Context: an optimization exercise on an open-source flow, tuned for small area, a short achievable clock period and few clock cycles per item. The choices shown serve that exercise and are no tape-out recipe.
At most, simulation tests tie the RTL to the original design; equivalence was not proved.
No activity file was given, so power comes from the tool's default toggle rates.

==> flow/design.v (excerpt) <==
module averaged_sensor_range_event_unit #(
  parameter int AVERAGE_COUNT = 10
) (
  input  logic                                      clk,
  input  logic                                      rst_n,
  input  logic                                      in_valid,
  output logic                                      in_ready,
  input  logic signed [asre_pkg::SAMPLE_W-1:0]      in_sample,
  output logic                                      out_valid,
  input  logic                                      out_ready,
  output logic signed [asre_pkg::SAMPLE_W-1:0]      out_reported_value,
  output logic                                      out_range_event,
  input  logic                                      cfg_we,
  input  logic [asre_pkg::CFG_INDEX_W-1:0]          cfg_index,
  input  logic [asre_pkg::CFG_DATA_W-1:0]           cfg_wdata
);
  localparam int SAMPLE_W = asre_pkg::SAMPLE_W;
  ...
For scale: about 1300 cells after synthesis, about 12000 sq um of cells after synthesis.
clock: 12.0 ns
lec_check: 0
abc_area: 1
cap_margin: 20
core_margin: 2
core_utilization: 40
cts_buf_list: sky130_fd_sc_hd__clkbuf_8 sky130_fd_sc_hd__clkbuf_16
slew_margin: 20
standard.sh (not shown) runs the stock make flow with config.mk's settings and CLKGATE_MAP_FILE= SYNTH_SCRIPT=/design/flow/synth_recipe.tcl, a recipe that flattens the netlist after the stock synthesis.
==> flow/flow/run.sh <==
#!/bin/bash
set -euo pipefail
here=$(pwd)
bash standard.sh \
  SETUP_SLACK_MARGIN=8.5 \
  "BUFFER_PORTS_ARGS=-buffer_cell sky130_fd_sc_hd__buf_4" \
  "POST_GLOBAL_PLACE_TCL=$here/flow/small_input_buffers.tcl" \
  finish > standard.log 2>&1
==> flow/flow/small_input_buffers.tcl <==
# After global placement: the port buffers of the inputs other than clk and
# out_ready get the smallest buffer; the later repair steps resize any that
# end up on a path that needs it.
foreach port [all_inputs] {
  set pname [get_full_name $port]
  if {$pname eq "clk" || $pname eq "out_ready"} { continue }
  set net [get_nets -quiet $pname]
  if {[llength $net] == 0} { continue }
  foreach pin [get_pins -quiet -of_objects $net] {
    set inst [get_cells -of_objects $pin]
    set master [get_property $inst ref_name]
    if {[string match "sky130_fd_sc_hd__buf_*" $master]} {
      replace_cell $inst sky130_fd_sc_hd__buf_1
    }
  }
}
Then changed:
--- a/flow/flow/run.sh
+++ b/flow/flow/run.sh
@@ -3 +2,0 @@
-here=$(pwd)
@@ -7 +5,0 @@
-  "POST_GLOBAL_PLACE_TCL=$here/flow/small_input_buffers.tcl" \
Settings changed: CTS_BUF_LIST sky130_fd_sc_hd__clkbuf_8 sky130_fd_sc_hd__clkbuf_16 to not set.
removed: flow/flow/small_input_buffers.tcl
The new run finished with timing, DRC and antenna clean.
Clock-buffer cell count went up by 1.
Die area does not change.
Via count is about the same.
Clock power went up by about 3.6%.
No functional check of the RTL was part of any run of this note.

========
== v31 ==
The RTL this note starts from:
==> flow/design.v <==
package asre_pkg;
  localparam int SAMPLE_W    = 16;
  localparam int CFG_INDEX_W = 2;
  localparam int CFG_DATA_W  = 16;
  typedef logic signed [SAMPLE_W-1:0] sample_t;
  typedef logic        [SAMPLE_W-1:0] delta_t;
  typedef enum logic [CFG_INDEX_W-1:0] {
    REG_DELTA_THRESHOLD = 2'd0,
    REG_UPPER_LIMIT     = 2'd1,
    REG_LOWER_LIMIT     = 2'd2
  } cfg_index_t;
  localparam delta_t  DELTA_THRESHOLD_RESET = '0;
  localparam sample_t UPPER_LIMIT_RESET     = 16'sh7FFF;
  localparam sample_t LOWER_LIMIT_RESET     = 16'sh8000;
endpackage
module asre_avg_div_a (
  input  logic [20:0] acc_i,    
  output logic [20:0] y1_o
);
  logic neg;
  assign neg  = (acc_i < 21'd983043);            
  assign y1_o = acc_i + {4'b0, acc_i[20:4]} + {16'b0, neg, neg, neg, 2'b0};
endmodule
module asre_avg_div_b (
  input  logic [20:0] y1_i,
  output logic [15:0] avg_o
);
  logic [20:0] y3;
  assign y3    = y1_i + {8'b0, y1_i[20:8]} + {16'b0, y1_i[20:16]};
  assign avg_o = {~y3[20], y3[19:5]};
endmodule
module averaged_sensor_range_event_unit #(
  parameter int AVERAGE_COUNT = 10
) (
  input  logic                                      clk,
  input  logic                                      rst_n,
  input  logic                                      in_valid,
  output logic                                      in_ready,
  input  logic signed [asre_pkg::SAMPLE_W-1:0]      in_sample,
  output logic                                      out_valid,
  input  logic                                      out_ready,
  output logic signed [asre_pkg::SAMPLE_W-1:0]      out_reported_value,
  output logic                                      out_range_event,
  input  logic                                      cfg_we,
  input  logic [asre_pkg::CFG_INDEX_W-1:0]          cfg_index,
  input  logic [asre_pkg::CFG_DATA_W-1:0]           cfg_wdata
);
  localparam int SAMPLE_W = asre_pkg::SAMPLE_W;
  localparam logic [asre_pkg::CFG_INDEX_W-1:0] REG_DELTA_THRESHOLD = asre_pkg::REG_DELTA_THRESHOLD;
  localparam logic [asre_pkg::CFG_INDEX_W-1:0] REG_UPPER_LIMIT     = asre_pkg::REG_UPPER_LIMIT;
  localparam logic [asre_pkg::CFG_INDEX_W-1:0] REG_LOWER_LIMIT     = asre_pkg::REG_LOWER_LIMIT;
  localparam logic        [SAMPLE_W-1:0] DELTA_THRESHOLD_RESET = asre_pkg::DELTA_THRESHOLD_RESET;
  localparam logic signed [SAMPLE_W-1:0] UPPER_LIMIT_RESET     = asre_pkg::UPPER_LIMIT_RESET;
  localparam logic signed [SAMPLE_W-1:0] LOWER_LIMIT_RESET     = asre_pkg::LOWER_LIMIT_RESET;
  logic        [SAMPLE_W-1:0] nthr_r;
  logic        [SAMPLE_W-1:0] nupper_r;
  logic        [SAMPLE_W-1:0] nlower_r;
  logic        [SAMPLE_W:0]   ge_u, gt_l;
  logic        [SAMPLE_W-1:0] c_off;
  logic                       adv;
  logic                       k_free;      
  logic signed [SAMPLE_W-1:0] k_sample;
  logic                       a_valid, b_valid, c_valid;
  logic signed [SAMPLE_W-1:0] a_sample, b_sample, c_sample;
  logic                       b_end, c_end, c_first, c_range;
  logic                       seen_a, seen_c;
  logic                       out_valid_r;
  logic signed [SAMPLE_W-1:0] held_r, held_nxt;
  logic                       event_r, event_nxt;
  logic [3:0]  cnt_r;
  logic        start_r, a_end;
  logic [20:0] acc_r, acc_nxt, a_add;
  logic        a_first, a_acc;
  logic [20:0] y1_nxt, y1_r;
  logic [15:0] avg;
  logic signed [SAMPLE_W+1:0] dp, dn;
  logic                       hit;
  assign adv      = !out_valid_r || out_ready;
  assign c_first  = !seen_c;
  assign in_ready = k_free;
  assign out_valid          = out_valid_r;
  assign out_reported_value = held_r;
  assign out_range_event    = event_r;
  assign a_first = !seen_a;
  assign a_acc   = a_valid && !a_first;
  assign a_end   = (cnt_r == 4'd9);
  assign a_add   = a_acc ? {{(21-SAMPLE_W){a_sample[SAMPLE_W-1]}}, a_sample} : 21'd0;
  assign acc_nxt = ((a_acc && start_r) ? 21'd983043 : acc_r) + a_add + {a_add[19:0], 1'b0};
  asre_avg_div_a u_div_a (
    .acc_i (acc_r),
    .y1_o  (y1_nxt)
  );
  asre_avg_div_b u_div_b (
    .y1_i  (y1_r),
    .avg_o (avg)
  );
  always_comb begin
    dp  = {{2{c_sample[SAMPLE_W-1]}}, c_sample} + {{2{~held_r[SAMPLE_W-1]}}, ~held_r}
        + {2'b11, nthr_r} + 18'd2;
    dn  = {{2{held_r[SAMPLE_W-1]}}, held_r} + {{2{~c_sample[SAMPLE_W-1]}}, ~c_sample}
        + {2'b11, nthr_r} + 18'd2;
    c_off   = c_sample ^ 16'h8000;
    ge_u    = {1'b0, c_off} + {1'b0, nupper_r ^ 16'h8000} + 17'd1;
    gt_l    = {1'b0, c_off} + {1'b0, nlower_r ^ 16'h8000};
    c_range = ge_u[SAMPLE_W] || !gt_l[SAMPLE_W];
    hit = (!dp[SAMPLE_W+1] || !dn[SAMPLE_W+1]) && c_range;
    held_nxt  = held_r;
    event_nxt = event_r;
    if (c_valid) begin
      event_nxt = 1'b0;
      if (c_first || hit) begin
        held_nxt  = c_sample;
        event_nxt = 1'b1;
      end else if (c_end) begin
        held_nxt  = avg;
      end
    end
  end
  always_ff @(posedge clk) begin
    if (!rst_n) begin
      nthr_r      <= ~DELTA_THRESHOLD_RESET;
      nupper_r    <= ~UPPER_LIMIT_RESET;
      nlower_r    <= ~LOWER_LIMIT_RESET;
      k_free      <= 1'b1;
      a_valid     <= 1'b0;
      b_valid     <= 1'b0;
      c_valid     <= 1'b0;
      out_valid_r <= 1'b0;
      seen_a      <= 1'b0;
      seen_c      <= 1'b0;
      cnt_r       <= '0;
      start_r     <= 1'b1;
    end else begin
      if (cfg_we) begin
        case (cfg_index)
          REG_DELTA_THRESHOLD: nthr_r   <= ~cfg_wdata;
          REG_UPPER_LIMIT:     nupper_r <= ~cfg_wdata;
          REG_LOWER_LIMIT:     nlower_r <= ~cfg_wdata;
          default: ;
        endcase
      end
      if (adv) begin
        k_free      <= 1'b1;
        a_valid     <= !k_free || in_valid;
        b_valid     <= a_valid;
        c_valid     <= b_valid;
        out_valid_r <= c_valid;
        seen_a      <= seen_a || a_valid;
        seen_c      <= seen_c || c_valid;
        if (a_acc) begin
          cnt_r   <= a_end ? 4'd0 : cnt_r + 4'd1;
          start_r <= a_end;
        end
      end else if (in_valid) begin
        k_free  <= 1'b0;
      end
    end
  end
  always_ff @(posedge clk) begin
    if (k_free) begin
      k_sample <= in_sample;
    end
    if (adv) begin
      a_sample <= k_free ? in_sample : k_sample;
      b_sample <= a_sample;
      c_sample <= b_sample;
      b_end    <= a_end;
      c_end    <= b_end;
      y1_r     <= y1_nxt;
      acc_r    <= acc_nxt;
      held_r   <= held_nxt;
      event_r  <= event_nxt;
    end
  end
endmodule
==> flow/config.mk <==
export PLATFORM = sky130hd
export DESIGN_NAME = averaged_sensor_range_event_unit
export DESIGN_NICKNAME = averaged_sensor_range_event_unit
export VERILOG_FILES = /design/flow/design.v
export SDC_FILE = /design/flow/constraint.sdc
export NUM_CORES = 4
export LEC_CHECK = 0
export ABC_AREA = 1
export CAP_MARGIN = 20
export CORE_MARGIN = 2
export CORE_UTILIZATION = 40
export SLEW_MARGIN = 20
==> flow/constraint.sdc <==
create_clock -name core_clock -period 12.0 [get_ports {clk}]
set_input_delay 2.4000 -clock core_clock [delete_from_list [all_inputs] [get_ports {clk}]]
set_output_delay 2.4000 -clock core_clock [all_outputs]
set_load 0.01 [all_outputs]
==> flow/flow/run.sh <==
#!/bin/bash
set -euo pipefail
here=$(pwd)
bash standard.sh \
  SETUP_SLACK_MARGIN=8.5 \
  "BUFFER_PORTS_ARGS=-buffer_cell sky130_fd_sc_hd__buf_4" \
  "POST_GLOBAL_PLACE_TCL=$here/flow/small_input_buffers.tcl" \
  finish > standard.log 2>&1
==> flow/flow/small_input_buffers.tcl <==
# After global placement: the port buffers of the inputs other than clk and
# out_ready get the smallest buffer; the later repair steps resize any that
# end up on a path that needs it.
foreach port [all_inputs] {
  set pname [get_full_name $port]
  if {$pname eq "clk" || $pname eq "out_ready"} { continue }
  set net [get_nets -quiet $pname]
  if {[llength $net] == 0} { continue }
  foreach pin [get_pins -quiet -of_objects $net] {
    set inst [get_cells -of_objects $pin]
    set master [get_property $inst ref_name]
    if {[string match "sky130_fd_sc_hd__buf_*" $master]} {
      replace_cell $inst sky130_fd_sc_hd__buf_1
    }
  }
}
v31 completed end to end with timing, DRC and antenna clean.
Testbench counts of v31, summed over its fixed seeds: cycles 16,032, items 16,000.
Setup changes, v31 to v34
==> flow/flow/run.sh <==
#!/bin/bash
set -euo pipefail
bash standard.sh \
  SETUP_SLACK_MARGIN=8.5 \
  "BUFFER_PORTS_ARGS=-buffer_cell sky130_fd_sc_hd__buf_4" \
  finish > standard.log 2>&1
removed: flow/flow/small_input_buffers.tcl
## What came out
- Result for v31 and v34: all clean
- On power, the lower figure sits with v31, not v34.
- Diff v34..v31 | number of I/O pins | unchanged
- Compared to v31, v34 has worst setup slack 0.031 ns higher.
- Post-route antenna net violation count: v34 vs v31 identical
- Highest ir drop seen on vdd, v31 and v34, lower one = v31.
- From v31 to v34 the numbers moved as follows: area overhead of the layout relative to synthesis now larger, final cell count held, worst setup slack before clock tree synthesis +0.0096 ns, share of the cycle needed by the critical path after routing went down 0.26 points.
- Overall via count from detail_route | v34 below v31
- The clock-pin slew on the worst setup and hold paths of v31 and that of v34 are within noise of each other.
For v53, these inputs were changed with respect to v34:
==> flow/flow/run.sh <==
#!/bin/bash
set -euo pipefail
here=$(pwd)
bash standard.sh \
  SETUP_SLACK_MARGIN=8.5 \
  "BUFFER_PORTS_ARGS=-buffer_cell sky130_fd_sc_hd__buf_4" \
  "POST_GLOBAL_PLACE_TCL=$here/flow/small_input_buffers.tcl" \
  finish > standard.log 2>&1
==> flow/flow/small_input_buffers.tcl (new file) <==
# After global placement: the port buffers of inputs that feed only a few
# registers' data pins get the smallest buffer; the later repair steps
# resize any that end up on a path that needs it.
foreach port [all_inputs] {
  set pname [get_full_name $port]
  if {$pname eq "clk" || $pname eq "out_ready"} { continue }
  set net [get_nets -quiet -of_objects $port]
  if {$net eq ""} { continue }
  foreach pin [get_pins -quiet -of_objects $net] {
    set inst [get_cells -of_objects $pin]
    set master [get_property $inst ref_name]
    if {[string match "sky130_fd_sc_hd__buf_*" $master]} {
      replace_cell $inst sky130_fd_sc_hd__buf_1
    }
  }
}
Findings:
- v53 did not finish: a tool error stopped it during 3_3_place_gp.
- As far as die width goes, v53 and v34 are indistinguishable; the numbers are identical.
- Comparing v53 against v34, there is no change at all in I/O pin count.
- There was hardly any difference in vertical die dimension between v34 and v53.
- As far as unique cell type count in the Yosys netlist goes, v34 and v53 are indistinguishable; the numbers are identical.
- As far as proportion of synthesized area in mux cells goes, v53 and v34 are indistinguishable; the numbers are identical.
- Diff v53..v34 | area share of fa/ha/maj cells after synthesis | unchanged
- Reported for v34 and v53, synthesized cell count turned out identical to the last digit.
- From v53 to v34, area after synthesis did not move at all.
--- input diff v53..v20 ---
==> flow/flow/run.sh <==
#!/bin/bash
set -euo pipefail
bash standard.sh \
  SETUP_SLACK_MARGIN=8.5 \
  "BUFFER_PORTS_ARGS=-buffer_cell sky130_fd_sc_hd__buf_4" \
  finish > standard.log 2>&1
--- a/flow/config.mk
+++ b/flow/config.mk
@@ -6,5 +6,4 @@
 export NUM_CORES = 4
 export LEC_CHECK = 0
-export ABC_AREA = 1
 export CAP_MARGIN = 20
 export CORE_MARGIN = 2
removed: flow/flow/small_input_buffers.tcl
Notes after the runs:
- Comparing v53 and v20, the one run not ending clean was v53.
- Distinct cell type count after synthesis, v53 and v20: smaller value in v53
- v53 → v20: post-synthesis cell count -314; netlist area before placement shows a reduction of about 6.4%; complex-gate fraction of the synthesized area increased 1.5 points.
- In the flow results for v53 and v20, the overall die height is smaller on v20.

-- what the ideal ports hide --
How much do the figures lean on ideal ports? The routed layouts below were timed once more, with nothing changed but the port constraints.
Step 1 sets driving cells, clkbuf_16 on the clock port and buf_2 on the other inputs (assumed; they add their load-dependent delay and slew).
Step 2 moves the port delays by t, midway between the first and last clock arrival at a register: inputs arrive t later, outputs are due t later. That takes back most of the time a late clock gives input paths.
a / b / c = ideal ports / drivers / drivers and shift; a / b = the first two.
run | shift t [ns] | setup slack, ns | clock arrival spread, ns
the first run of note 1 | 0.472 | 8.520 / 8.477 / 8.249 | 0.023 / 0.023
the second run of note 1 | 0.471 | 8.537 / 8.494 / 8.239 | 0.017 / 0.017
v31 | 0.482 | 8.528 / 8.477 / 8.263 | 0.032 / 0.032
v34 | 0.484 | 8.559 / 8.510 / 8.263 | 0.023 / 0.023
v20 | 0.486 | 8.397 / 8.344 / 8.118 | 0.015 / 0.015
After both steps every run listed still meets setup and hold. For the second run of note 1, which loses most, drivers alone change the setup slack by -0.043 ns; drivers and shift together by -0.298 ns.
